Background: an optimization exercise with open tools, aiming at small area, a short achievable clock period and few clock cycles per item. Do not read the settings as production practice. Function was not checked in any run shown here: the RTL went through the layout flow alone. Power is estimated from default activity; no workload was simulated.

## design/flow/config.mk

```make
export PLATFORM = sky130hd
export DESIGN_NAME = mesh_duplicate_filter_relay_unit
export DESIGN_NICKNAME = mesh_duplicate_filter_relay_unit
export VERILOG_FILES = /design/flow/design.v
export SDC_FILE = /design/flow/constraint.sdc
export NUM_CORES = 4
export LEC_CHECK = 0
export ABC_CLOCK_PERIOD_IN_PS = 2300
export CAP_MARGIN = 20
export CORE_MARGIN = 2
export CORE_UTILIZATION = 65
export HOLD_SLACK_MARGIN = 0
export SETUP_SLACK_MARGIN = 3.7
export SLEW_MARGIN = 20
```

## design/flow/run.sh

```bash
#!/bin/bash
# synth_recipe.tcl (not shown) runs the flow's synth.tcl, then flattens the netlist and writes it again
# the make line also repeats each setting of config.mk as NAME=value (left out here)
make -C /OpenROAD-flow-scripts/flow DESIGN_CONFIG=/design/flow/config.mk WORK_HOME=/design/flow/orfs CLKGATE_MAP_FILE= SYNTH_SCRIPT=/design/flow/synth_recipe.tcl finish
```

## design/flow/constraint.sdc

```tcl
create_clock -name core_clock -period 6.0 [get_ports {clk}]
set_input_delay 1.2000 -clock core_clock [delete_from_list [all_inputs] [get_ports {clk}]]
set_output_delay 1.2000 -clock core_clock [all_outputs]
set_load 0.01 [all_outputs]
```

## design/flow/design.v

```verilog
package mdfr_pkg;
  localparam int unsigned MAC_W     = 48;
  localparam int unsigned ID_W      = 16;
  localparam int unsigned KIND_W    = 8;
  localparam int unsigned ACT_W     = 3;
  localparam int unsigned OCC_W     = 5;
  localparam int unsigned ENTRIES_D = 16;
  localparam logic [KIND_W-1:0] KIND_BCAST    = 8'd1;
  localparam logic [KIND_W-1:0] KIND_TARGETED = 8'd2;
  localparam logic [ACT_W-1:0] ACT_OWN      = 3'd0;
  localparam logic [ACT_W-1:0] ACT_DUP      = 3'd1;
  localparam logic [ACT_W-1:0] ACT_DELIVER  = 3'd2;
  localparam logic [ACT_W-1:0] ACT_BCAST    = 3'd3;
  localparam logic [ACT_W-1:0] ACT_TARGETED = 3'd4;
  localparam logic [ACT_W-1:0] ACT_PASS     = 3'd5;
endpackage
import mdfr_pkg::*;
module mdfr_store #(
  parameter int unsigned ENTRIES = mdfr_pkg::ENTRIES_D
) (
  input  logic                        clk,
  input  logic                        rst,
  input  logic [mdfr_pkg::MAC_W-1:0]  a_origin,
  input  logic [mdfr_pkg::ID_W-1:0]   a_id,
  input  logic                        a_idnz,
  input  logic                        cand,        
  output logic                        dup,         
  output logic                        ins,         
  output logic [ENTRIES-1:0]          live,        
  output logic [ENTRIES-1:0]          live_ins     
);
  logic [mdfr_pkg::MAC_W-1:0] s_origin [ENTRIES];
  logic [mdfr_pkg::ID_W-1:0]  s_id     [ENTRIES];
  logic [ENTRIES-1:0]         nz;
  logic [ENTRIES-1:0]         nz_ins;
  logic [mdfr_pkg::MAC_W-1:0] b_origin, d_origin;    
  logic [mdfr_pkg::ID_W-1:0]  b_id, d_id;
  logic                       b_idnz;
  logic [ENTRIES-1:0]         hit_a;       
  logic                       hit_b_a;     
  logic                       hit_d_a;     
  logic [ENTRIES-1:0]         hit_r;
  logic                       hit_b_r, hit_d_r;
  logic [ENTRIES-1:0]         shen;        
  logic [ENTRIES-1:0]         shen_d;      
  logic [ENTRIES-1:0]         shen_dd;     
  logic [ENTRIES-1:0]         hit_1, hit_2, hit;
  always_comb begin
    for (int i = 0; i < ENTRIES; i++) begin
      hit_a[i] = (s_id[i] == a_id) && (s_origin[i] == a_origin);
    end
  end
  assign hit_b_a = (b_id == a_id) && (b_origin == a_origin);
  assign hit_d_a = (d_id == a_id) && (d_origin == a_origin);
  always_ff @(posedge clk) begin
    b_origin <= a_origin;
    b_id     <= a_id;
    b_idnz   <= a_idnz;
    hit_r    <= hit_a;
    hit_b_r  <= hit_b_a;
    hit_d_r  <= hit_d_a;
    d_origin <= b_origin;
    d_id     <= b_id;
  end
  always_ff @(posedge clk) begin
    if (rst) begin
      shen_d  <= '0;
      shen_dd <= '0;
    end else begin
      shen_d  <= shen;
      shen_dd <= shen_d;
    end
  end
  always_comb begin
    hit_1[0] = shen_dd[0] ? hit_d_r : hit_r[0];
    for (int i = 1; i < ENTRIES; i++) begin
      hit_1[i] = shen_dd[i] ? hit_r[i-1] : hit_r[i];
    end
    hit_2[0] = shen_d[0] ? hit_b_r : hit_1[0];
    for (int i = 1; i < ENTRIES; i++) begin
      hit_2[i] = shen_d[i] ? hit_1[i-1] : hit_1[i];
    end
    hit = hit_2 & live;
  end
  assign dup = |hit;
  assign ins = cand && !dup;
  always_comb begin
    shen[0] = ins;
    for (int i = 1; i < ENTRIES; i++) begin
      shen[i] = ins && live[i-1];
    end
  end
  always_comb begin
    nz_ins[0] = b_idnz;
    for (int i = 1; i < ENTRIES; i++) begin
      nz_ins[i] = live[i-1] || nz[i];
    end
    live_ins[0] = nz_ins[0];
    for (int i = 1; i < ENTRIES; i++) begin
      live_ins[i] = live_ins[i-1] && nz_ins[i];
    end
  end
  always_ff @(posedge clk) begin
    if (rst) begin
      nz   <= '0;
      live <= '0;
    end else if (ins) begin
      nz   <= nz_ins;
      live <= live_ins;
    end
  end
  always_ff @(posedge clk) begin
    if (shen_d[0]) begin
      s_origin[0] <= d_origin;
      s_id[0]     <= d_id;
    end
    for (int i = 1; i < ENTRIES; i++) begin
      if (shen_d[i]) begin
        s_origin[i] <= s_origin[i-1];
        s_id[i]     <= s_id[i-1];
      end
    end
  end
endmodule
import mdfr_pkg::*;
module mdfr_ctrl #(
  parameter int unsigned W = 8
) (
  input  logic         clk,
  input  logic         rst,
  input  logic         take,        
  input  logic         push,
  input  logic [W-1:0] push_data,
  output logic         in_ready,
  output logic         out_valid,
  input  logic         out_ready,
  output logic [W-1:0] out_data
);
  logic [W-1:0] q1, q2, q3;
  logic [2:0]   fc;         
  logic [2:0]   cnt;        
  logic         pop;
  logic [2:0]   fc_pop, fc_next;
  logic [2:0]   cnt_next;
  assign pop      = out_valid && out_ready;
  assign fc_pop   = fc - {2'b0, pop};
  assign fc_next  = fc_pop + {2'b0, push};
  assign cnt_next = cnt + {2'b0, take} - {2'b0, pop};
  always_ff @(posedge clk) begin
    if (rst) begin
      fc        <= '0;
      cnt       <= '0;
      out_valid <= 1'b0;
      in_ready  <= 1'b1;
    end else begin
      fc        <= fc_next;
      cnt       <= cnt_next;
      out_valid <= (fc_next != 3'd0);
      in_ready  <= (cnt_next <= 3'd3);
    end
  end
  always_ff @(posedge clk) begin
    if (push && fc_pop == 3'd0) out_data <= push_data;
    else if (pop)               out_data <= q1;
    if (push && fc_pop == 3'd1) q1 <= push_data;
    else if (pop)               q1 <= q2;
    if (push && fc_pop == 3'd2) q2 <= push_data;
    else if (pop)               q2 <= q3;
    if (push && fc_pop == 3'd3) q3 <= push_data;
  end
endmodule
import mdfr_pkg::*;
module mesh_duplicate_filter_relay_unit #(
  parameter int unsigned ENTRIES = mdfr_pkg::ENTRIES_D
) (
  input  logic                        clk,
  input  logic                        rst,
  input  logic                        cfg_we,
  input  logic [mdfr_pkg::MAC_W-1:0]  cfg_wdata,    
  input  logic                        s_tvalid,
  output logic                        s_tready,
  input  logic [159:0]                s_tdata,      
  input  logic [7:0]                  s_tuser,      
  output logic                        m_tvalid,
  input  logic                        m_tready,
  output logic [7:0]                  m_tdata,      
  output logic [2:0]                  m_tuser       
);
  logic [MAC_W-1:0]   self_mac;
  logic               take;
  logic               own_in;
  logic [ACT_W-1:0]   act_new_in;
  logic               a_v, a_cand, a_own, a_idnz;
  logic [ACT_W-1:0]   a_act_new;
  logic [MAC_W-1:0]   a_origin;
  logic [ID_W-1:0]    a_id;
  logic               b_v, b_cand, b_own;
  logic [ACT_W-1:0]   b_act_new;
  logic               dup, ins;
  logic [ENTRIES-1:0] live, live_ins;
  logic [OCC_W-1:0]   occ, occ_old, occ_new;
  logic [ACT_W-1:0]   act;
  logic [7:0]         out_data;
  assign take   = s_tvalid && s_tready;
  assign own_in = (s_tdata[47:0] == self_mac);
  always_comb begin
    if (s_tdata[95:48] == self_mac)          act_new_in = ACT_DELIVER;
    else if (s_tuser == KIND_BCAST)          act_new_in = ACT_BCAST;
    else if (s_tuser == KIND_TARGETED)       act_new_in = ACT_TARGETED;
    else                                     act_new_in = ACT_PASS;
  end
  always_ff @(posedge clk) begin
    if (rst) begin
      self_mac <= '0;
      a_v      <= 1'b0;
      a_cand   <= 1'b0;
      b_v      <= 1'b0;
      b_cand   <= 1'b0;
    end else begin
      if (cfg_we) self_mac <= cfg_wdata;
      a_v    <= take;
      a_cand <= take && !own_in;
      b_v    <= a_v;
      b_cand <= a_cand;
    end
  end
  always_ff @(posedge clk) begin
    a_origin  <= s_tdata[47:0];
    a_id      <= s_tdata[111:96];
    a_idnz    <= (s_tdata[111:96] != '0);
    a_own     <= own_in;
    a_act_new <= act_new_in;
    b_own     <= a_own;
    b_act_new <= a_act_new;
  end
  mdfr_store #(.ENTRIES(ENTRIES)) u_store (
    .clk      (clk),
    .rst      (rst),
    .a_origin (a_origin),
    .a_id     (a_id),
    .a_idnz   (a_idnz),
    .cand     (b_cand),
    .dup      (dup),
    .ins      (ins),
    .live     (live),
    .live_ins (live_ins)
  );
  always_comb begin
    occ_old = '0;
    occ_new = '0;
    for (int i = 0; i < ENTRIES - 1; i++) begin
      if (live[i] && !live[i+1])         occ_old = OCC_W'(i + 1);
      if (live_ins[i] && !live_ins[i+1]) occ_new = OCC_W'(i + 1);
    end
    if (live[ENTRIES-1])     occ_old = OCC_W'(ENTRIES);
    if (live_ins[ENTRIES-1]) occ_new = OCC_W'(ENTRIES);
  end
  assign occ = ins ? occ_new : occ_old;
  assign act = b_own ? ACT_OWN : (dup ? ACT_DUP : b_act_new);
  mdfr_ctrl #(.W(8)) u_ctrl (
    .clk       (clk),
    .rst       (rst),
    .take      (take),
    .push      (b_v),
    .push_data ({act, occ}),
    .in_ready  (s_tready),
    .out_valid (m_tvalid),
    .out_ready (m_tready),
    .out_data  (out_data)
  );
  assign m_tuser = out_data[7:5];
  assign m_tdata = {3'b000, out_data[4:0]};
endmodule
```

==> summary.txt, run 1 <==
Finished Cell Area - 0.0675 sq mm
Power Dens Cells - 313 mW/mm^2
Sequential area share after synthesis - 68.7%
Worst setup EP type - output pin
Boundary Pins - 234
# clock sinks - 1399
CTS Root Cell - clkbuf_16
Max-slew violation count - 0
Worst slew margin - 46.2%
Clock Latency Late Sink - 0.76 ns
Core Area - 0.0854 sq mm
VDD IR max - 0.000292 V
Starting Density - 65.7%
Clock buffer count from CTS - 142
Vias in the first global route - 34700
Vias per inst - 6.60
Initial antenna violation count - 4
Wirelength per Cell - 34.8 um
Crit path time final - 2.46 ns
Total track usage - 42.0%
Crit-path max cell delay - 0.37 ns
Max H-tree Level - 4
Global route overflow - 0
Asr flop ratio synth - 0%
Synthesis Warnings - 5
WP data arrival - 1.26 ns
Synth top cells by count - 1130 x xor2_1, 1056 x edfxtp_1, 343 x dfxtp_1
Critical path's slowest cell - edfxtp_1
Flops & latches, synth - 1399
DRC errors left - 0
Most frequent cell after synthesis - xor2_1
Hold Path Class - register to register
DRT antenna net count - 0
Max Fanout on Critical Path - 1
Die height - 298 um
Drt total wl - 189000 um
Iter 0 DRT Violations - 5512
Die X - 298 um
CP Buf/Inv Count - 1
Post-synthesis cell count - 3776
Leak - 0.0238 uW
Clock slew at reported path FFs - 0.06 ns
RSZ-0062 raised after global routing - yes
Share of layout cells above drive strength 1 - 15.1%
Worst EP required - 4.80 ns
Startpoint types - register
FMAX - 406 MHz
Area contributors post-synth - edfxtp_1 56%, xor2_1 18%, dfxtp_1 12%
Period utilization - 41.1%
# port buffers - 182
Site Rows - 107
Post-synth EDFFs - 1056
Layout Nets - 4379
Max_cap viols - 0
Yosys top cell area share - 56.5%
Dominant synthesized flop cell - edfxtp_1
Cell taking the most area after synthesis - edfxtp_1
Pin count of the biggest net entering global routing - 89
First-pass GRT wire length - 258000 um
Setup TNS - 0 ns
Fin util - 79.0%
Number of iterations in the first detailed-routing pass - 6
Die area - 0.0888 sq mm
Hold Vio Cnt, Final - 0
Worst Max-Slew Pin Slew - 0.807 ns
Setup CP Type - register to output pin
CTS tree - built
Status - no timing/DRC/antenna violations
# setup viols final - 0
CP top delay family - flip-flops
Critical-path cell list - buf_2
Area delta synth->final - 20.2%
Vias post-DR - 35700
Yosys cell types - 60
Avg Cell Area, Syn - 14.9 sq um
Clk buf depth - 3
GP Congestion - 0.986
Dpl hpwl - 126000 um
Netlist Area Pre-Place - 0.0562 sq mm
Clock Skews - 0.0255 ns
Post-DP Area - 0.0595 sq mm
-- layout make-up --
cell class	count	area, sq um
Clock buffer	188	3890
Tap cell	1144	1430
Inverter	47	184
Timing Repair Buffer	406	4490
Sequential cell	1399	38800
Fill cell	4897	17900
Clock inverter	71	738
Antenna cell	2	5.00
Multi-Input combinational cell	2155	18000
-- per-layer routing --
| metal | track usage, % | up-vias | share of wire [%] |
|---|---|---|---|
| met5 | 0 | - | 0 |
| met4 | 27.3 | 0 | 8.1 |
| met3 | 9.82 | 704 | 12 |
| met2 | 66.2 | 2940 | 46 |
| met1 | 52.5 | 17700 | 34 |
| li1 | - | 14400 | - |
-- final timing paths --
kind                 startpoint  slack, ns  depth (start not counted)               to
min                       a_own       0.33                          0            b_own
max          u_ctrl.out_data[5]       3.54                          1       m_tuser[0]
min reg2reg               a_own       0.33                          0            b_own
max reg2reg    u_store.hit_r[9]       3.62                          9  u_store.live[8]
-- stage by stage --
step	power (uW)	hold WS, ns	worst slack, ns	cells
after floorplan	11500	0.310	3.05	3778
after global placement	12100	0.313	2.06	5002
after detailed placement	12100	0.312	2.15	5003
after CTS	21000	0.326	3.50	5356
after global routing	21500	0.340	3.49	5410
final	21100	0.325	3.54	5412
-- sequential cells by signal (all words and copies together) (netlist names), 48 cells and up --
register,cells
u_store.s_origin,768
u_store.s_id,256
a_origin,48
self_mac,48
u_store.b_origin,48
u_store.d_origin,48
-- report_power, final --
part	internal (uW)	total (uW)	switching (uW)
Sequential	10500	10600	198
Combinational	649	1550	902
Clock	5110	8920	3810
-- cells by family (layout without fill, tap and decap cells) --
family | after synthesis | count (layout) | share of synthesized area, %
flops | 1399 | 1399 | 68.7
other cells | 1 | 5 | 0.00668
simple gates | 687 | 687 | 7.13
compound gates | 149 | 149 | 1.91
xor+xnor | 1245 | 1245 | 19.4
mux | 64 | 64 | 1.15
buf+inv | 224 | 712 | 1.53
fa+ha+maj | 7 | 7 | 0.169
-- layout by cell type (no fill, tap or decap), drive strengths merged, types with 6 or more instances in the layout --
cell type and n:
a21oi 24, buf 235, bufinv 12, clkbuf 190, clkdlybuf4s50 161, clkinv 45, dfxtp 343, dlymetal6s2s 7
edfxtp 1056, ha 6, inv 56, mux2i 61, nand2 41, nand2b 53, nand3 6, nand3b 14
nand4 113, nor2 90, nor2b 22, nor3 10, nor4 321, o21ai 14, o22a 7, o22ai 24
o311ai 25, o31ai 14, xnor2 115, xor2 1130
-- repair_timing --
item / CTS / global route
gates resized for setup: 299 / 126
hold buffers: 0 / 0
pin swaps: 26 / 45
setup endpoints to repair: 149 / 79
setup buffers: 93 / 53
gates cloned: 1 / 1
==> run 2: changes to the inputs <==
--- a/design/flow/config.mk
+++ b/design/flow/config.mk
@@ -10,3 +10,6 @@
 export CORE_MARGIN = 2
-export CORE_UTILIZATION = 65
+export CORE_UTILIZATION = 55
+export CTS_BUF_LIST = sky130_fd_sc_hd__clkbuf_16
+export CTS_CLUSTER_DIAMETER = 70
+export CTS_CLUSTER_SIZE = 25
 export HOLD_SLACK_MARGIN = 0
@@ -14 +17,2 @@
 export SLEW_MARGIN = 20
+export TNS_END_PERCENT = 5
==> run 2 against run 1 <==
Net effect:
- still clean
- die area rose by 18%
- fmax decreased by 0.91%
- setup slack worse by 0.023 ns
- clock skew is 0.0052 ns higher
- sequential power about the same
- critical endpoint is now a_cand
- largest power group unchanged
==> summary.txt, run 2 <==
Status - no timing/DRC/antenna violations
Clock Skews - 0.0307 ns
Post-Synth XOR/XNOR Area - 19.4%
Leak - 0.0222 uW
Most frequent cells in the layout - 1129 x xor2_1, 1056 x edfxtp_1, 289 x dfxtp_1
Biggest register - u_store.s_origin
Area delta synth->final - 14.3%
Clock Latency Late Sink - 0.69 ns
Hold_sp - a_act_new[0]
Total track usage - 36.3%
Die area - 0.105 sq mm
Max Fanout on Critical Path - 2
Core Area - 0.101 sq mm
GP Congestion - 0.945
VDD IR max - 0.000258 V
# clock sinks - 1399
Hold Vio Cnt, Final - 0
Synthesis Warnings - 5
# setup viols final - 0
Max-slew violation count - 0
CP Buf/Inv Count - 2
Die X - 324 um
Post-synthesis cell count - 3776
Max FFs per register - 768
Sequential area share after synthesis - 68.7%
Netlist Area Pre-Place - 0.0562 sq mm
Design Power - 18000 uW
Worst slew margin - 26.3%
Clk buf depth - 3
Clock slew at reported path FFs - 0.10 ns
Largest regs - u_store.s_origin (768), u_store.s_id (256)
Site Rows - 117
Yosys cell types - 60
Simple-gate area share of the yosys netlist - 7.13%
Asr flop ratio synth - 0%
Setup TNS - 0 ns
Global route overflow - 0
Iter 0 DRT Violations - 4320
Vias per inst - 6.20
Dominant synthesized flop cell - edfxtp_1
Yosys top cell area share - 56.5%
CTS tree - built
Crit path time final - 2.49 ns
Max H-tree Level - 3
WP data arrival - 3.02 ns
Flops & latches, synth - 1399
DRC errors left - 0
Worst setup EP type - register
Critical path's slowest cell - clkdlybuf4s50_1
Initial antenna violation count - 5
Adder-Cell Fraction of Synth Area - 0.169%
Area contributors post-synth - edfxtp_1 56%, xor2_1 18%, dfxtp_1 12%
Vias post-DR - 33700
Critical-path cell list - clkdlybuf4s50_1, xor2_1, nor4_2, nand4_1, nor3_4, buf_4, nor3_1
Number of iterations in the first detailed-routing pass - 6
FMAX - 402 MHz
Worst EP required - 6.53 ns
DRT antenna net count - 0
Starting Density - 55.4%
Wirelength per Cell - 34.9 um
Startpoint types - input pin
# port buffers - 182
Drt total wl - 190000 um
Mux contribution to synthesized area - 1.15%
Pin count of the biggest net entering global routing - 65
Vias in the first global route - 33000
Share of layout cells above drive strength 1 - 10.9%
Post-synthesis compound-gate area fraction - 1.91%
Cell taking the most area after synthesis - edfxtp_1
Synth top cells by count - 1130 x xor2_1, 1056 x edfxtp_1, 343 x dfxtp_1
Layout Nets - 4247
CP top delay family - simple AND/OR/NAND/NOR gates
Die height - 324 um
Setup CP Type - input pin to register
Avg Cell Area, Syn - 14.9 sq um
Most frequent cell after synthesis - xor2_1
Dpl hpwl - 133000 um
Most common cell after layout, fill and taps aside - xor2_1
CTS Root Cell - clkbuf_16
Hold Path Class - register to register
Clock buffer count from CTS - 75
Post-synth EDFFs - 1056
Worst Max-Slew Pin Slew - 1.09 ns
Reg-to-Reg Start - a_id[6]
Largest family of logic cells by synthesized area - XOR/XNOR gates
Crit-path max cell delay - 0.59 ns
Crit. Startpoint - s_tdata[9]
Boundary Pins - 234
Max_cap viols - 0
Power Dens Cells - 281 mW/mm^2
RSZ-0062 raised after global routing - yes
First-pass GRT wire length - 259000 um
Period utilization - 41.4%
-- run 2: cell counts after synthesis --
No cell type changed its count.
-- run 2: logic make-up (layout without fill, tap and decap cells) --
kind of cell,count (synthesis),count (layout)
compound gates,149,149
fa+ha+maj,7,7
flops,1399,1399
xor+xnor,1245,1245
mux,64,64
buf+inv,224,519
other cells,1,6
simple gates,687,687
-- run 2: cell type report --
| type | count | area [sq um] |
|---|---|---|
| antenna | 3 | 7.51 |
| clock buffer | 82 | 2050 |
| clock inverter | 49 | 464 |
| fill | 7544 | 37300 |
| inverter | 47 | 184 |
| multi-input combinational | 2155 | 17500 |
| sequential | 1399 | 38700 |
| tap | 1368 | 1710 |
| timing repair buffer | 341 | 3560 |
-- run 2: power by group --
group | switching (uW) | internal [uW] | total (uW)
Combinational | 836 | 553 | 1390
Sequential | 195 | 10400 | 10600
Clock | 3300 | 2720 | 6010
Total | 4330 | 13700 | 18000
-- run 2: worst paths after layout --
path                                          end  slack (ns)  depth (start not counted)
worst max-delay path                       a_cand        3.51                          7
worst min-delay path                 b_act_new[0]        0.33                          0
worst max register to register  u_store.hit_r[15]        3.53                          5
worst min register to register       b_act_new[0]        0.33                          0
-- run 2: per-stage QoR --
| step | hold slack [ns] | utilization, % | area (sq um) | worst slack, ns | instances |
|---|---|---|---|---|---|
| after floorplan | 0.310 | - | 56300 | 3.05 | 3778 |
| after global placement | 0.318 | 58.9 | 59800 | 2.08 | 5233 |
| after detailed placement | 0.313 | 59.0 | 59800 | 2.02 | 5234 |
| after CTS | 0.336 | 62.9 | 63800 | 3.54 | 5429 |
| after global routing | 0.344 | 63.3 | 64200 | 3.50 | 5442 |
| final | 0.332 | 63.3 | 64200 | 3.51 | 5444 |
-- run 2: routing by layer --
metal	vias to the layer above	track usage, %	wire [um]
li1	14100	-	-
met1	17200	44.9	70700
met2	1965	61.1	91900
met3	478	5.72	14500
met4	4	20.1	13000
met5	-	0	23
-- run 2: worst reg2reg max path: stages, from the launching register on --
cell,delay (ns)
dfxtp_2,0.60
buf_6,0.35
xor2_1,0.13
nor4_1,0.53
nand4_1,0.29
nor4_2,0.45
-- run 2: timing repair --
item / 4_1_cts / 5_1_grt
hold buffers: 0 / 0
gates resized for setup: 200 / 59
cloned: 2 / 0
pin swaps: 14 / 11
setup buffers: 62 / 12
endpoints found under the setup margin: 149 / 126
==> run 3: changes to the inputs <==
--- a/design/flow/config.mk
+++ b/design/flow/config.mk
@@ -7,3 +7,3 @@
 export LEC_CHECK = 0
-export ABC_CLOCK_PERIOD_IN_PS = 2300
+export ABC_CLOCK_PERIOD_IN_PS = 2400
 export CAP_MARGIN = 20
@@ -15,4 +15,3 @@
 export HOLD_SLACK_MARGIN = 0
-export SETUP_SLACK_MARGIN = 3.7
+export SETUP_SLACK_MARGIN = 3.5
 export SLEW_MARGIN = 20
-export TNS_END_PERCENT = 5
==> run 3 against run 2 <==
Net effect:
- critical endpoint is now u_store.hit_b_r
- die area did not move
- final cell count rose by 0.40%
- clock skew rose by 0.0029 ns
- final area fell by 0.19%
- routed wire length rose by 0.92%
- first-iteration DRC count rose by 1.8%
- register-to-register slack got worse by 0.09 ns
- largest power group unchanged
- critical path type is now register to register
- setup slack got worse by 0.076 ns
- non-clock buffer count rose by 8
- combinational power barely moved
- still clean
==> summary.txt, run 3 <==
Synth top cells by count - 1130 x xor2_1, 1056 x edfxtp_1, 343 x dfxtp_1
Cell taking the most area after synthesis - edfxtp_1
Most frequent cell after synthesis - xor2_1
WP data arrival - 3.10 ns
Asr flop ratio synth - 0%
Final setup margin - 3.44 ns
Drt total wl - 192000 um
Initial antenna violation count - 7
Boundary Pins - 234
Global route overflow - 0
Critical-path cell list - buf_4, xor2_1, nor4_1, nand4_1, nor4_1
Most common cell after layout, fill and taps aside - xor2_1
Max_cap viols - 0
Max H-tree Level - 3
Period utilization - 42.7%
# port buffers - 182
Layout Nets - 4258
FMAX - 390 MHz
Wirelength per Cell - 35.1 um
Iter 0 DRT Violations - 4396
Hold Vio Cnt, Final - 0
Core Area - 0.101 sq mm
Status - no timing/DRC/antenna violations
Dominant synthesized flop cell - edfxtp_1
Number of iterations in the first detailed-routing pass - 6
Pin count of the biggest net entering global routing - 87
Die height - 324 um
Share of layout cells above drive strength 1 - 10.4%
Worst EP required - 6.54 ns
RSZ-0062 raised after global routing - yes
Max FFs per register - 768
Starting Density - 55.4%
Clock buffer count from CTS - 78
Crit-path max cell delay - 0.67 ns
Crit path time final - 2.56 ns
Hold Path Class - register to register
First-pass GRT wire length - 262000 um
Most frequent cells in the layout - 1129 x xor2_1, 1056 x edfxtp_1, 295 x dfxtp_1
Die X - 324 um
Worst Max-Slew Pin Slew - 1.00 ns
DRC errors left - 0
Most frequent cell on the critical path - nor4_1
Clock Skews - 0.0336 ns
Finished Cell Area - 0.0641 sq mm
Post-DP Area - 0.0598 sq mm
Die area - 0.105 sq mm
CTS Root Cell - clkbuf_16
Dpl hpwl - 134000 um
Startpoint types - register
Vias in the first global route - 33200
Synthesis Warnings - 5
Post-synthesis cell count - 3776
Total track usage - 36.8%
Yosys top cell area share - 56.5%
Setup CP Type - register to register
CTS tree - built
Worst setup EP type - register
Area delta synth->final - 14.1%
Inst Count DP - 5234
Critical path's slowest cell - nor4_1
Pre-CTS setup slack - 2.10 ns
Max-slew violation count - 0
Clock Latency Late Sink - 0.70 ns
Power Dens Cells - 285 mW/mm^2
Yosys cell types - 60
CP top delay family - simple AND/OR/NAND/NOR gates
Setup TNS - 0 ns
Clock slew at reported path FFs - 0.10 ns
# clock sinks - 1399
Flops & latches, synth - 1399
Clk buf depth - 3
Sequential area share after synthesis - 68.7%
Worst slew margin - 33.1%
Biggest register - u_store.s_origin
CP Buf/Inv Count - 1
Vias post-DR - 33800
Site Rows - 117
Netlist Area Pre-Place - 0.0562 sq mm
Layout Cells excl Fill - 5466
Max Fanout on Critical Path - 19
Largest regs - u_store.s_origin (768), u_store.s_id (256)
Post-synth EDFFs - 1056
Leak - 0.0222 uW
Vias per inst - 6.18
DRT antenna net count - 0
Area contributors post-synth - edfxtp_1 56%, xor2_1 18%, dfxtp_1 12%
VDD IR max - 0.000236 V
# setup viols final - 0
GP Congestion - 0.938
Avg Cell Area, Syn - 14.9 sq um
Design Power - 18200 uW
-- run 3: final timing paths --
| kind | startpoint | end | slack (ns) | cells after the start |
|---|---|---|---|---|
| max | a_origin[17] | u_store.hit_b_r | 3.44 | 5 |
| max reg2reg | a_origin[17] | u_store.hit_b_r | 3.44 | 5 |
| min reg2reg | a_act_new[0] | b_act_new[0] | 0.33 | 0 |
| min | a_act_new[0] | b_act_new[0] | 0.33 | 0 |
-- run 3: logic make-up (layout without fill, tap and decap cells) --
logic type      count (synthesis)  count (layout)  synth area share [%]
compound gates                149             149                  1.91
xor+xnor                     1245            1245                  19.4
fa+ha+maj                       7               7                 0.169
buf+inv                       224             538                  1.53
flops                        1399            1399                  68.7
mux                            64              64                  1.15
other cells                     1               9               0.00668
simple gates                  687             687                  7.13
-- run 3: cell type report --
class	count	area, sq um
repair buffers	349	3520
inverters	47	184
clock buffers	84	2100
clock inverters	58	537
diodes	6	15.0
well taps	1368	1710
multi-input cells	2155	17300
flip-flops and latches	1399	38700
fillers	7620	37400
-- run 3: power by group --
| group | internal, uW | leakage, uW | switching, uW | total [uW] |
|---|---|---|---|---|
| combinational | 558 | 0.00846 | 854 | 1410 |
| sequential | 10400 | 0.0124 | 187 | 10600 |
| clock | 2760 | 0.00135 | 3430 | 6190 |
| total | 13800 | 0.0222 | 4470 | 18200 |
-- run 3: routing by layer --
metal / vias to the layer above / global-route usage, % / wire [um]
met3: 507 / 6.37 / 15400
li1: 14100 / - / -
met4: 8 / 21.3 / 13500
met2: 1991 / 61.1 / 92100
met5: - / 0 / 63
met1: 17100 / 45.5 / 70900
-- run 3: repair_timing --
item                                    4_1_cts  5_1_grt
setup buffers                                62       22
endpoints found under the setup margin      144       44
pin swaps                                    13        9
gates resized for setup                     147       43
hold buffers                                  0        0
-- run 3: per-stage QoR --
step | util (%) | hold slack, ns
final | 63.1 | 0.335
after global placement | 58.9 | 0.314
after CTS | 62.8 | 0.337
after detailed placement | 59.0 | 0.314
after floorplan | - | 0.310
after global routing | 63.1 | 0.343
==> run 4: changes to the inputs <==
==> design/flow/flow/run.sh (new file) <==
#!/bin/bash
# Standard ORFS layout with two changes: port buffers are the smallest plain buffer (the
# resizer still upsizes where timing needs it) and clock tree synthesis adds no dummy loads.
set -euo pipefail
export BUFFER_PORTS_ARGS="-buffer_cell sky130_fd_sc_hd__buf_1"
export CTS_ARGS="-sink_clustering_enable -repair_clock_nets -sink_clustering_size 25 -sink_clustering_max_diameter 70 -buf_list sky130_fd_sc_hd__clkbuf_16 -dont_use_dummy_load"
bash standard.sh finish > flow.log 2>&1
==> design/flow/standard.sh (new file) <==
#!/bin/bash
# synth_recipe.tcl (not shown) runs the flow's synth.tcl, then flattens the netlist and writes it again
# the make line also repeats each setting of config.mk as NAME=value (left out here)
make -C /OpenROAD-flow-scripts/flow DESIGN_CONFIG=/design/flow/config.mk WORK_HOME=/design/flow/orfs CLKGATE_MAP_FILE= SYNTH_SCRIPT=/design/flow/synth_recipe.tcl "${@:-finish}"
--- a/design/flow/config.mk
+++ b/design/flow/config.mk
@@ -7,3 +7,3 @@
 export LEC_CHECK = 0
-export ABC_CLOCK_PERIOD_IN_PS = 2400
+export ABC_CLOCK_PERIOD_IN_PS = 2300
 export CAP_MARGIN = 20
@@ -15,3 +15,4 @@
 export HOLD_SLACK_MARGIN = 0
-export SETUP_SLACK_MARGIN = 3.5
+export SETUP_SLACK_MARGIN = 3.7
 export SLEW_MARGIN = 20
+export TNS_END_PERCENT = 5
removed: design/flow/run.sh
==> run 4 against run 3 <==
Net effect:
- critical path type unchanged
- flip-flop and latch count is the same
- highest routed layer unchanged
- core utilization shrank 1.7 points
- worst hold slack is essentially flat
==> summary.txt, run 4 <==
Status - no timing/DRC/antenna violations
Critical-path cell list - buf_4, xor2_1, nor4_1, nand4_1, nor4_1, buf_4
Period utilization - 42.6%
Hold Vio Cnt, Final - 0
Clock Skews - 0.0638 ns
Max H-tree Level - 3
Iter 0 DRT Violations - 4205
Mux contribution to synthesized area - 1.15%
Dpl hpwl - 134000 um
Leak - 0.0213 uW
Pin count of the biggest net entering global routing - 66
Crit path time final - 2.56 ns
Max_cap viols - 0
Total track usage - 36.5%
Met3 Track Usage GR - 5.50%
VDD IR max - 0.000213 V
# port buffers - 182
CP top delay family - simple AND/OR/NAND/NOR gates
Initial antenna violation count - 7
Die height - 324 um
Hold Path Class - register to register
Boundary Pins - 234
Busiest grt layer - met2
Cell taking the most area after synthesis - edfxtp_1
Largest family of logic cells by synthesized area - XOR/XNOR gates
Largest regs - u_store.s_origin (768), u_store.s_id (256)
Max-slew violation count - 0
Share of layout cells above drive strength 1 - 8.89%
# clock sinks - 1399
Yosys cell types - 60
Inst Count DP - 5229
WP data arrival - 3.17 ns
Drt total wl - 191000 um
RSZ-0062 raised after global routing - yes
Most common cell after layout, fill and taps aside - xor2_1
Worst slew margin - 16.9%
Synth top cells by count - 1130 x xor2_1, 1056 x edfxtp_1, 343 x dfxtp_1
Netlist Area Pre-Place - 0.0562 sq mm
Most frequent cell after synthesis - xor2_1
Post-synth EDFFs - 1056
Core Area - 0.101 sq mm
Startpoint types - register
Area contributors post-synth - edfxtp_1 56%, xor2_1 18%, dfxtp_1 12%
Fill count - 7724
GP Congestion - 0.925
Die area - 0.105 sq mm
Clock buffer count from CTS - 80
Max Fanout on Critical Path - 15
Max FFs per register - 768
Sequential area share after synthesis - 68.7%
Most frequent cells in the layout - 1129 x xor2_1, 1056 x edfxtp_1, 299 x dfxtp_1
Hold buffers post-CTS - 0
Setup CP Type - register to register
Setup TNS - 0 ns
Worst setup EP type - register
Layout Cells excl Fill - 5389
Yosys top cell area share - 56.5%
Clock slew at reported path FFs - 0.09 ns
Post-synthesis compound-gate area fraction - 1.91%
Post-Synth XOR/XNOR Area - 19.4%
CTS Root Cell - clkbuf_16
Simple-gate area share of the yosys netlist - 7.13%
Global route overflow - 0
Asr flop ratio synth - 0%
Number of iterations in the first detailed-routing pass - 5
Area delta synth->final - 11.0%
CP Buf/Inv Count - 2
Die X - 324 um
Vias per inst - 6.21
Layout Nets - 4248
# setup viols final - 0
Synthesis Warnings - 5
Clock Latency Late Sink - 0.71 ns
CTS tree - built
First-pass GRT wire length - 260000 um
Fin Hold WS - 0.335 ns
Worst EP required - 6.61 ns
DRT antenna net count - 0
Starting Density - 55.4%
Flops & latches, synth - 1399
Met1 GRT Util - 44.4%
Site Rows - 117
Adder-Cell Fraction of Synth Area - 0.169%
Avg Cell Area, Syn - 14.9 sq um
Met2 Use GR - 62.8%
DRC errors left - 0
Post-synthesis cell count - 3776
Biggest register - u_store.s_origin
Worst Max-Slew Pin Slew - 1.24 ns
Vias in the first global route - 32700
Dominant synthesized flop cell - edfxtp_1
Clk buf depth - 3
Critical path's slowest cell - nor4_1
Power Dens Cells - 279 mW/mm^2
Crit-path max cell delay - 0.62 ns
Wirelength per Cell - 35.5 um
Design Power - 17400 uW
FMAX - 391 MHz
Vias post-DR - 33500
run 4: changes by cell type in the layout (fill, tap and decap cells not counted), sizes merged:
cell	delta
buf	+155
bufbuf	+1
bufinv	-2
clkbuf	-2
clkdlybuf4s15	-3
clkdlybuf4s50	-167
clkinv	-14
clkinvlp	-1
diode	-3
dlygate4sd2	-2
inv	-41
nor3	+1
or4	+1
run 4: per-stage QoR:
stage | cell area (sq um) | worst slack, ns | util (%)
2_1_floorplan | 56300 | 3.05 | -
3_3_place_gp | 58600 | 2.11 | 57.8
3_5_place_dp | 58600 | 2.11 | 57.8
4_1_cts | 62000 | 3.33 | 61.1
5_1_grt | 62300 | 3.45 | 61.4
6_report | 62300 | 3.44 | 61.4
run 4: final timing paths:
path	from	end	slack, ns	cells past startpoint
max reg2reg	a_origin[16]	u_store.hit_r[9]	3.44	6
min reg2reg	a_act_new[2]	b_act_new[2]	0.33	0
max	a_origin[16]	u_store.hit_r[9]	3.44	6
min	a_act_new[2]	b_act_new[2]	0.33	0
run 4: kinds of logic after synthesis:
family                   Yosys count
buffers and inverters            224
adder cells (fa/ha/maj)            7
multiplexers                      64
AND/OR/NAND/NOR                  687
flip-flops                      1399
XOR/XNOR                        1245
other                              1
AO/OA/AOI/OAI                    149
run 4: power breakdown:
group	internal [uW]	total, uW	leakage (uW)	switching (uW)
Sequential	10400	10600	0.0124	200
Clock	2380	5400	0.000986	3030
Combinational	478	1330	0.00795	853
run 4: worst register-to-register path, stage by stage, from the launching register on:
cell and delay, ns:
dfxtp_1 0.54, buf_4 0.41, xor2_1 0.15, nor4_1 0.62, nand4_1 0.21, nor4_1 0.33
buf_4 0.22
run 4: routing by layer:
metal | wire length [um] | vias up
met5 | 24 | -
met4 | 12400 | 4
met3 | 14100 | 476
met2 | 94700 | 1895
met1 | 70200 | 17000
li1 | - | 14100
run 4: what timing repair did:
| item | 4_1_cts | 5_1_grt |
|---|---|---|
| gates resized for setup | 96 | 80 |
| gates cloned | 4 | 0 |
| endpoints found under the setup margin | 144 | 98 |
| buffers inserted | 72 | 1 |
| pin swaps | 21 | 3 |
run 4: final cells by class:
| cell class | count | area, sq um | area share, % |
|---|---|---|---|
| well taps | 1368 | 1710 | 2.75 |
| diodes | 3 | 7.51 | 0.0120 |
| multi-input cells | 2157 | 17300 | 27.8 |
| repair buffers | 335 | 2380 | 3.82 |
| inverters | 47 | 184 | 0.295 |
| clock buffers | 80 | 2000 | 3.21 |
| flip-flops and latches | 1399 | 38700 | 62.1 |
==> run 5: changes to the inputs <==
--- a/design/flow/design.v
+++ b/design/flow/design.v
@@ -188,7 +188,9 @@
 );
+  localparam int unsigned NP = 4;           
+  localparam int unsigned PW = MAC_W / NP;
   logic [MAC_W-1:0]   self_mac;
   logic               take;
-  logic               own_in;
-  logic [ACT_W-1:0]   act_new_in;
-  logic               a_v, a_cand, a_own, a_idnz;
+  logic [NP-1:0]      own_p_in, tgt_p_in;
+  logic               a_v, a_idnz, a_kind_b, a_kind_t, a_own;
+  logic [NP-1:0]      a_own_p, a_tgt_p;
   logic [ACT_W-1:0]   a_act_new;
@@ -203,9 +205,8 @@
   logic [7:0]         out_data;
-  assign take   = s_tvalid && s_tready;
-  assign own_in = (s_tdata[47:0] == self_mac);
-  always_comb begin
-    if (s_tdata[95:48] == self_mac)          act_new_in = ACT_DELIVER;
-    else if (s_tuser == KIND_BCAST)          act_new_in = ACT_BCAST;
-    else if (s_tuser == KIND_TARGETED)       act_new_in = ACT_TARGETED;
-    else                                     act_new_in = ACT_PASS;
+  assign take = s_tvalid && s_tready;
+  always_comb begin
+    for (int k = 0; k < NP; k++) begin
+      own_p_in[k] = (s_tdata[k*PW +: PW] == self_mac[k*PW +: PW]);
+      tgt_p_in[k] = (s_tdata[MAC_W + k*PW +: PW] == self_mac[k*PW +: PW]);
+    end
   end
@@ -215,3 +216,2 @@
       a_v      <= 1'b0;
-      a_cand   <= 1'b0;
       b_v      <= 1'b0;
@@ -221,5 +221,4 @@
       a_v    <= take;
-      a_cand <= take && !own_in;
       b_v    <= a_v;
-      b_cand <= a_cand;
+      b_cand <= a_v && !a_own;
     end
@@ -230,6 +229,15 @@
     a_idnz    <= (s_tdata[111:96] != '0);
-    a_own     <= own_in;
-    a_act_new <= act_new_in;
+    a_own_p   <= own_p_in;
+    a_tgt_p   <= tgt_p_in;
+    a_kind_b  <= (s_tuser == KIND_BCAST);
+    a_kind_t  <= (s_tuser == KIND_TARGETED);
     b_own     <= a_own;
     b_act_new <= a_act_new;
+  end
+  assign a_own = &a_own_p;
+  always_comb begin
+    if (&a_tgt_p)      a_act_new = ACT_DELIVER;
+    else if (a_kind_b) a_act_new = ACT_BCAST;
+    else if (a_kind_t) a_act_new = ACT_TARGETED;
+    else               a_act_new = ACT_PASS;
   end
==> run 5 against run 4 <==
Net effect:
- combinational power fell by 3%
- synthesized area hardly changed
- via count shrank 0.45%
- global-route usage fell by 1.3 points
- critical endpoint is now u_store.hit_r[3]
- largest cell class unchanged
==> summary.txt, run 5 <==
Yosys cell types - 54
Sequential area share after synthesis - 68.9%
Max_cap viols - 0
Pin count of the biggest net entering global routing - 67
Share of layout cells above drive strength 1 - 10.0%
Largest regs - u_store.s_origin (768), u_store.s_id (256)
First-pass GRT wire length - 253000 um
Worst EP required - 6.52 ns
Vias per inst - 6.17
Max-slew violation count - 0
Hold Vio Cnt, Final - 0
Worst setup EP type - register
RSZ-0062 raised after global routing - yes
DRT antenna net count - 0
CTS tree - built
Clock Skews - 0.0575 ns
Clock Latency Late Sink - 0.70 ns
Fin Hold WS - 0.328 ns
Post-synth EDFFs - 1056
CTS Root Cell - clkbuf_16
Yosys top cell area share - 56.5%
Biggest register - u_store.s_origin
# clock sinks - 1404
Max Fanout on Critical Path - 10
Synthesis Warnings - 5
Flops & latches, synth - 1404
Critical-path cell list - buf_4, xor2_1, nor4_1, nand4_1, nor4_4
Number of iterations in the first detailed-routing pass - 5
Worst Max-Slew Pin Slew - 0.858 ns
Clock buffer count from CTS - 81
Most common cell after layout, fill and taps aside - xor2_1
Fill count - 7747
Startpoint types - register
Leak - 0.0213 uW
Post-synthesis cell count - 3781
FF+latch area - 0.0388 sq mm
Setup CP Type - register to register
VDD IR max - 0.000219 V
Power Dens Cells - 277 mW/mm^2
Most frequent cell after synthesis - xor2_1
Hold Path Class - register to register
Site Rows - 117
WP data arrival - 3.07 ns
Area contributors post-synth - edfxtp_1 56%, xor2_1 18%, dfxtp_1 12%
Crit path time final - 2.56 ns
Dominant synthesized flop cell - edfxtp_1
Starting Density - 55.3%
Worst slew margin - 42.8%
Wirelength per Cell - 34.2 um
Setup TNS - 0 ns
FMAX - 391 MHz
Asr flop ratio synth - 0%
Max H-tree Level - 3
Cell taking the most area after synthesis - edfxtp_1
Area delta synth->final - 11.7%
Netlist Area Pre-Place - 0.0562 sq mm
Vias in the first global route - 32600
Iter 0 DRT Violations - 4068
Synth top cells by count - 1154 x xor2_1, 1056 x edfxtp_1, 348 x dfxtp_1
Layout Nets - 4262
Vias post-DR - 33300
Die area - 0.105 sq mm
DRC errors left - 0
Clock slew at reported path FFs - 0.10 ns
Dpl hpwl - 127000 um
Critical path's slowest cell - dfxtp_2
Global route overflow - 0
Multi-input logic area - 0.0174 sq mm
Die X - 324 um
Max FFs per register - 768
Total track usage - 35.2%
Initial antenna violation count - 6
Status - no timing/DRC/antenna violations
Period utilization - 42.6%
Boundary Pins - 234
Hold buffers post-CTS - 0
Most frequent cells in the layout - 1154 x xor2_1, 1056 x edfxtp_1, 297 x dfxtp_1
Drt total wl - 185000 um
Clk buf depth - 3
# setup viols final - 0
Crit-path max cell delay - 0.73 ns
Core Area - 0.102 sq mm
Avg Cell Area, Syn - 14.9 sq um
Die height - 324 um
# port buffers - 182
GP Congestion - 0.927
[run 5: changes by cell type after synthesis, moves of 13 or more]
cell | before | now
nand2b_1 | 53 | 28
nor3_1 | 9 | 33
xor2_1 | 1130 | 1154
inv_1 | 46 | 24
o21ai_0 | 7 | 28
xnor2_1 | 115 | 98
o31ai_1 | 14 | 0
a31oi_1 | 5 | 18
[run 5: final timing paths]
kind	slack [ns]	cells after the start	to	from
worst max-delay path	3.44	5	u_store.hit_r[3]	a_id[15]
worst min-delay path	0.33	0	u_store.d_origin[11]	u_store.b_origin[11]
worst max register to register	3.44	5	u_store.hit_r[3]	a_id[15]
worst min register to register	0.33	0	u_store.d_origin[11]	u_store.b_origin[11]
[run 5: timing repair]
item	4_1_cts	5_1_grt
gates resized for setup	154	32
pin swaps	12	18
endpoints found under the setup margin	139	121
setup buffers	68	11
gates cloned	3	3
[run 5: cell type report]
class / count / area share [%]
multi-input combinational: 2177 / 27.8
inverter: 24 / 0.148
clock buffer: 81 / 3.23
antenna: 1 / 0.00399
sequential: 1404 / 61.9
timing repair buffer: 346 / 4.19
tap: 1368 / 2.73
[run 5: report_power, final]
group	total, uW	switching, uW	internal (uW)
registers	10600	162	10500
logic	1290	820	472
clock network	5450	3050	2410
total	17400	4030	13400
[run 5: stage by stage]
step	area (sq um)	util, %	setup WS, ns	total power, uW	cells
final	62700	61.7	3.44	17400	5401
after global placement	58700	57.7	2.13	12000	5234
after detailed placement	58700	57.8	2.11	12100	5234
after global routing	62700	61.7	3.45	17800	5401
after CTS	62500	61.5	3.56	17400	5386
after floorplan	56400	-	3.26	11500	3783
[run 5: layer usage]
metal	up-vias	GRT usage [%]	wire length, um
met2	1866	59.5	90700
met5	-	0	27
met4	4	16.8	9990
met1	17000	44.6	69700
met3	384	5.46	14500
li1	14100	-	-
[run 5: critical path: cells and delay by family (launching register included)]
kind	cells	cell delay, ns
simple gates	3	1.06
flops	1	0.73
buf+inv	1	0.41
xor+xnor	1	0.14
[run 5: cells by family (layout without fill, tap and decap cells)]
group / count (synthesis) / in the layout / synth area share [%]
AO/OA/AOI/OAI: 147 / 147 / 1.74
XOR/XNOR: 1252 / 1252 / 19.5
adder cells (fa/ha/maj): 7 / 7 / 0.169
buffers and inverters: 205 / 451 / 1.39
flip-flops: 1404 / 1404 / 68.9
multiplexers: 60 / 60 / 1.07
other: 1 / 4 / 0.00668
AND/OR/NAND/NOR: 705 / 708 / 7.23
==> run 6: changes to the inputs <==
--- a/design/flow/config.mk
+++ b/design/flow/config.mk
@@ -7,3 +7,3 @@
 export LEC_CHECK = 0
-export ABC_CLOCK_PERIOD_IN_PS = 2300
+export ABC_AREA = 1
 export CAP_MARGIN = 20
==> run 6 against run 5 <==
Net effect:
- final cell count grew 9.9%
- clock skew shrank 0.0053 ns
- routed wire length shrank 18%
- core utilization shrank 1.4 points
- clock-buffer cell count grew 3
- sequential share of layout area grew 0.39 points
- register-to-register slack gained 0.08 ns
- sequential power is essentially flat
- critical path depth grew 1
- first-iteration DRC count shrank 38%
- largest power group unchanged
==> summary.txt, run 6 <==
# clock sinks - 1404
Dominant synthesized flop cell - edfxtp_1
Post-synthesis cell count - 4344
CTS Root Cell - clkbuf_16
Post-DP Area - 0.0595 sq mm
Hold Vio Cnt, Final - 0
Clock Skews - 0.0522 ns
R2R setup slack - 3.53 ns
GP Congestion - 0.991
Worst slew margin - 40.8%
Status - no timing/DRC/antenna violations
Layout Nets - 4781
Worst EP required - 6.54 ns
Asr flop ratio synth - 0%
Post-synth EDFFs - 1056
Startpoint types - register
Max FFs per register - 768
Iter 0 DRT Violations - 2530
Fin util - 60.4%
RSZ-0062 raised after global routing - yes
Critical-path cell list - buf_4, xnor2_1, nand3_1, nor4_1, nand2_1, nor3_2
Clk pwr share - 31.3%
Fill count - 8334
Yosys cell types - 46
Vias in the first global route - 31900
Worst Max-Slew Pin Slew - 0.888 ns
Dpl hpwl - 115000 um
Period utilization - 41.2%
Vias per inst - 5.53
Max Fanout on Critical Path - 19
Crit-path max cell delay - 0.56 ns
Die height - 326 um
Hold Path Depth - 0
Comb pwr share - 7.7%
# setup viols final - 0
DRT antenna net count - 0
Hold Path Class - register to register
Avg Cell Area, Syn - 13.1 sq um
Met2 Use GR - 49.0%
Power Dens Cells - 280 mW/mm^2
VDD IR max - 0.000215 V
Setup CP Type - register to register
FMAX - 404 MHz
Leak - 0.0198 uW
Die area - 0.106 sq mm
Site Rows - 118
Finished Cell Area - 0.0622 sq mm
Hold buffers post-CTS - 0
# port buffers - 182
WP data arrival - 3.01 ns
Max H-tree Level - 3
Yosys top cell area share - 55.7%
Sequential area share after synthesis - 67.9%
Sw Ratio - 22.5%
Area contributors post-synth - edfxtp_1 56%, xnor2_1 14%, dfxtp_1 12%
Wirelength per Cell - 25.5 um
Total track usage - 28.3%
Critical path's slowest cell - xnor2_1
CP Buf/Inv Count - 1
Largest regs - u_store.s_origin (768), u_store.s_id (256)
Flops & latches, synth - 1404
CTS tree - built
Pin count of the biggest net entering global routing - 70
Die X - 326 um
WP depth - 6
Cell taking the most area after synthesis - edfxtp_1
Initial antenna violation count - 3
Worst setup EP type - register
Area delta synth->final - 9.20%
Global route overflow - 0
R2R depth - 6
Setup TNS - 0 ns
Met3 Track Usage GR - 2.47%
Crit path time final - 2.47 ns
Int Pwr - 13500 uW
Biggest register - u_store.s_origin
Synthesis Warnings - 5
Clock slew at reported path FFs - 0.09 ns
Max-slew violation count - 0
Starting Density - 55.3%
Netlist Area Pre-Place - 0.0570 sq mm
Most frequent cell after synthesis - edfxtp_1
Clock Latency Late Sink - 0.68 ns
Sequential power share - 61.0%
Number of iterations in the first detailed-routing pass - 6
Most common cell after layout, fill and taps aside - edfxtp_1
Met1 GRT Util - 35.6%
CP top delay family - simple AND/OR/NAND/NOR gates
DRC errors left - 0
First-pass GRT wire length - 214000 um
Busiest grt layer - met2
Drt total wl - 151000 um
Share of layout cells above drive strength 1 - 11.3%
Core Area - 0.103 sq mm
Fin Hold WS - 0.337 ns
Synth top cells by count - 1056 x edfxtp_1, 896 x xnor2_1, 510 x nand2_1
Boundary Pins - 234
Clk buf depth - 3
Clock buffer count from CTS - 84
Most frequent cells in the layout - 1056 x edfxtp_1, 891 x xnor2_1, 505 x nand2_1
Max_cap viols - 0
Switch Pwr - 3920 uW
Vias post-DR - 32800
run 6: changes by cell type in the layout (fill, tap and decap cells not counted), sizes merged, moves of 58 or more:
cell	previous run	this run
nor4	312	96
nor2	97	240
xor2	1154	42
nand2	42	519
xnor2	98	896
or2	2	189
inv	24	151
o2111ai	0	81
nand3	10	94
o21ai	28	101
nand4	112	239
mux2i	58	0
run 6: area by class of cell:
type	instances	area [sq um]	area share (%)
inverters	166	686	1.10
repair inverters	2	10.0	0.0161
diodes	2	5.00	0.00805
repair buffers	293	1720	2.76
clock buffers	84	2100	3.38
multi-input cells	2602	17200	27.7
flip-flops and latches	1404	38700	62.3
well taps	1380	1730	2.78
run 6: path summary, 6_finish.rpt:
| kind | end | start |
|---|---|---|
| setup / recovery | u_store.hit_d_r | a_id[3] |
| hold / removal | u_store.d_origin[44] | u_store.b_origin[44] |
| hold reg to reg | u_store.d_origin[44] | u_store.b_origin[44] |
| setup reg to reg | u_store.hit_d_r | a_id[3] |
run 6: through the flow:
stage               std cells  setup WS (ns)  power (uW)
floorplan                4346           3.14       11700
global placement         5825           2.69       12100
detailed placement       5825           2.68       12100
CTS                      5921           3.51       17500
global route             5931           3.53       17900
finish                   5933           3.53       17400
run 6: worst register-to-register path: cells and delay by family, from the launching register on:
kind / cells / cell delay [ns]
simple gates: 4 / 1.16
xor+xnor: 1 / 0.58
flops: 1 / 0.31
buf+inv: 1 / 0.29
run 6: cells by family after synthesis:
family,synth area share (%)
and+or+nand+nor,12.2
DFF,67.9
AOI/OAI and AO/OA,2.88
xor gates and xnor gates,14.4
other,0.00658
adders and majority gates,0.167
buffers and inverters,2.46
run 6: repair_timing:
action,4_1_cts,5_1_grt
pin swaps,3,6
gates cloned,2,3
buffers inserted,10,7
resized for setup,69,25
endpoints found under the setup margin,145,186
run 6: power groups by stage:
stage	combinational, uW	sequential, uW	clock [uW]
after floorplan	873	10800	0
after global placement	1290	10800	0
after detailed placement	1310	10800	0
after CTS	1340	10600	5530
after global routing	1450	10600	5830
final	1340	10600	5440
run 6: routing by layer:
metal,up-vias,routed length (um)
met3,277,6190
li1,15600,-
met4,0,8650
met5,-,0
met2,934,74500
met1,16000,61700
==> run 7: changes to the inputs <==
--- a/design/flow/config.mk
+++ b/design/flow/config.mk
@@ -15,4 +15,4 @@
 export HOLD_SLACK_MARGIN = 0
-export SETUP_SLACK_MARGIN = 3.7
+export SETUP_SLACK_MARGIN = 4.0
 export SLEW_MARGIN = 20
-export TNS_END_PERCENT = 5
+export TNS_END_PERCENT = 0
==> run 7 against run 6 <==
Net effect:
- synthesized area unchanged
- setup slack improved by 0.012 ns
- combinational power about the same
- worst hold slack got worse by 0.019 ns
==> summary.txt, run 7 <==
Power Dens Cells - 274 mW/mm^2
Worst Max-Slew Pin Slew - 0.919 ns
WP depth - 5
Synth top cells by count - 1056 x edfxtp_1, 896 x xnor2_1, 510 x nand2_1
Final setup margin - 3.54 ns
Die height - 326 um
Hold Vio Cnt, Final - 0
GP Congestion - 0.982
Fin Hold WS - 0.319 ns
Share of layout cells above drive strength 1 - 11.9%
Max-slew violation count - 0
Crit path time final - 2.46 ns
Synthesis Warnings - 5
WP data arrival - 3.04 ns
Layout Nets - 4803
Clock slew at reported path FFs - 0.09 ns
Vias post-DR - 33100
FMAX - 406 MHz
Max FFs per register - 768
# clock sinks - 1404
Core Area - 0.103 sq mm
Hold Path Depth - 0
Post-DP Area - 0.0595 sq mm
Post-synthesis cell count - 4344
Worst setup EP type - register
Period utilization - 41.0%
Area contributors post-synth - edfxtp_1 56%, xnor2_1 14%, dfxtp_1 12%
Netlist Area Pre-Place - 0.0570 sq mm
Pin count of the biggest net entering global routing - 70
Hold buffers post-CTS - 0
Clock Latency Late Sink - 0.67 ns
Critical-path cell list - xnor2_1, nand4_1, nor4_1, nand2_1, nor2_1
Yosys top cell area share - 55.7%
Dominant synthesized flop cell - edfxtp_1
Leak - 0.0199 uW
Drt total wl - 154000 um
Fill count - 8357
Flops & latches, synth - 1404
Setup TNS - 0 ns
Startpoint types - register
Site Rows - 118
# port buffers - 182
VDD IR max - 0.000243 V
Die X - 326 um
Hold Path Class - register to register
Most frequent cell after synthesis - edfxtp_1
Max H-tree Level - 3
Setup CP Type - register to register
CP top delay family - simple AND/OR/NAND/NOR gates
Most frequent cells in the layout - 1056 x edfxtp_1, 890 x xnor2_1, 505 x nand2_1
Starting Density - 55.3%
Post-synth EDFFs - 1056
Worst slew margin - 38.7%
Most common cell after layout, fill and taps aside - edfxtp_1
Clock Skews - 0.0449 ns
Wirelength per Cell - 25.8 um
Biggest register - u_store.s_origin
Max Fanout on Critical Path - 10
Pre-CTS setup slack - 2.61 ns
First-pass GRT wire length - 214000 um
Finished Cell Area - 0.0625 sq mm
Asr flop ratio synth - 0%
Number of iterations in the first detailed-routing pass - 5
Iter 0 DRT Violations - 2492
Clock buffer count from CTS - 75
Total track usage - 28.4%
Cell taking the most area after synthesis - edfxtp_1
Avg Cell Area, Syn - 13.1 sq um
CTS tree - built
Area delta synth->final - 9.67%
Sequential area share after synthesis - 67.9%
Vias in the first global route - 32000
DRT antenna net count - 0
Worst EP required - 6.57 ns
Die area - 0.106 sq mm
Max_cap viols - 0
Vias per inst - 5.56
RSZ-0062 raised after global routing - yes
# setup viols final - 0
CTS Root Cell - clkbuf_16
Crit-path max cell delay - 0.61 ns
Yosys cell types - 46
Clk buf depth - 3
DRC errors left - 0
Status - no timing/DRC/antenna violations
Global route overflow - 0
R2R depth - 5
CP Buf/Inv Count - 0
Dpl hpwl - 116000 um
Initial antenna violation count - 2
Largest regs - u_store.s_origin (768), u_store.s_id (256)
Boundary Pins - 234
Critical path's slowest cell - nor4_1
run 7: layout make-up:
| type | count | area [sq um] | area share [%] |
|---|---|---|---|
| flip-flops and latches | 1404 | 38700 | 62.0 |
| repair inverters | 4 | 22.5 | 0.0361 |
| multi-input cells | 2603 | 17300 | 27.7 |
| repair buffers | 321 | 2110 | 3.37 |
| clock buffers | 75 | 1880 | 3.00 |
| well taps | 1380 | 1730 | 2.76 |
| diodes | 1 | 2.50 | 0.00401 |
| inverters | 166 | 713 | 1.14 |
run 7: cells by family after synthesis:
| logic type | after synthesis | share of synthesized area, % |
|---|---|---|
| fa+ha+maj | 7 | 0.167 |
| compound gates | 242 | 2.88 |
| other cells | 1 | 0.00658 |
| simple gates | 1411 | 12.2 |
| buf+inv | 341 | 2.46 |
| flops | 1404 | 67.9 |
| xor+xnor | 938 | 14.4 |
run 7: routing by layer:
| layer | part of all wire (%) | track usage [%] |
|---|---|---|
| met1 | 40 | 35.7 |
| met2 | 49 | 48.3 |
| met4 | 6.3 | 16.2 |
| met5 | 0 | 0 |
| met3 | 4.7 | 2.89 |
run 7: metrics by stage:
stage	cells	util [%]	power, uW
floorplan	4346	-	11700
global placement	5826	57.7	12100
detailed placement	5826	57.7	12100
CTS	5924	60.2	17200
global route	5953	60.6	17600
finish	5954	60.6	17100
run 7: final timing paths:
kind | start | end | slack (ns)
setup / recovery | a_origin[25] | u_store.hit_r[1] | 3.54
hold / removal | u_store.b_origin[8] | u_store.d_origin[8] | 0.32
hold reg to reg | u_store.b_origin[8] | u_store.d_origin[8] | 0.32
setup reg to reg | a_origin[25] | u_store.hit_r[1] | 3.54
run 7: power breakdown:
part / internal [uW] / switching [uW]
sequential: 10500 / 132
clock: 2240 / 2920
combinational: 526 / 849
total: 13200 / 3900
run 7: what timing repair did:
item,in CTS,in global routing
buffers inserted,21,21
pin swaps,5,8
setup endpoints to repair,191,193
gates cloned,2,8
resized for setup,80,40

[afterwards: timing with drivers on the ports]
Ports are ideal in the flow. The routed layouts listed here were re-timed in OpenROAD. Step 1 assumes that a clkbuf_16 drives the clock port and a buf_2 every other input. Step 2 adds t to the input delays and takes it off the output delays; t is the mean of the earliest and latest rising clock arrival at the registers after step 1. Input paths then give back, and output paths get back, about the clock's delay inside the block. Slacks: ideal ports / drivers / drivers and shift; pairs: ideal ports / drivers.
run	t (ns)	setup WS [ns]	latest minus earliest clock arrival (ns)	slew at the worst register clock pin (ns)
run 1	0.822	3.536 / 3.460 / 2.775	0.031 / 0.031	0.07 / 0.07
run 2	0.748	3.513 / 3.521 / 2.818	0.035 / 0.035	0.10 / 0.10
run 3	0.758	3.438 / 3.438 / 2.766	0.039 / 0.039	0.10 / 0.10
run 4	0.752	3.443 / 3.433 / 2.787	0.081 / 0.081	0.10 / 0.10
run 5	0.744	3.443 / 3.443 / 2.931	0.064 / 0.063	0.10 / 0.10
run 6	0.732	3.526 / 3.507 / 2.928	0.055 / 0.055	0.10 / 0.10
run 7	0.727	3.538 / 3.524 / 2.915	0.050 / 0.050	0.10 / 0.10
After both steps every run listed still meets setup and hold. For run 1, which loses most, drivers alone change the setup slack by -0.076 ns; drivers and shift together by -0.761 ns.
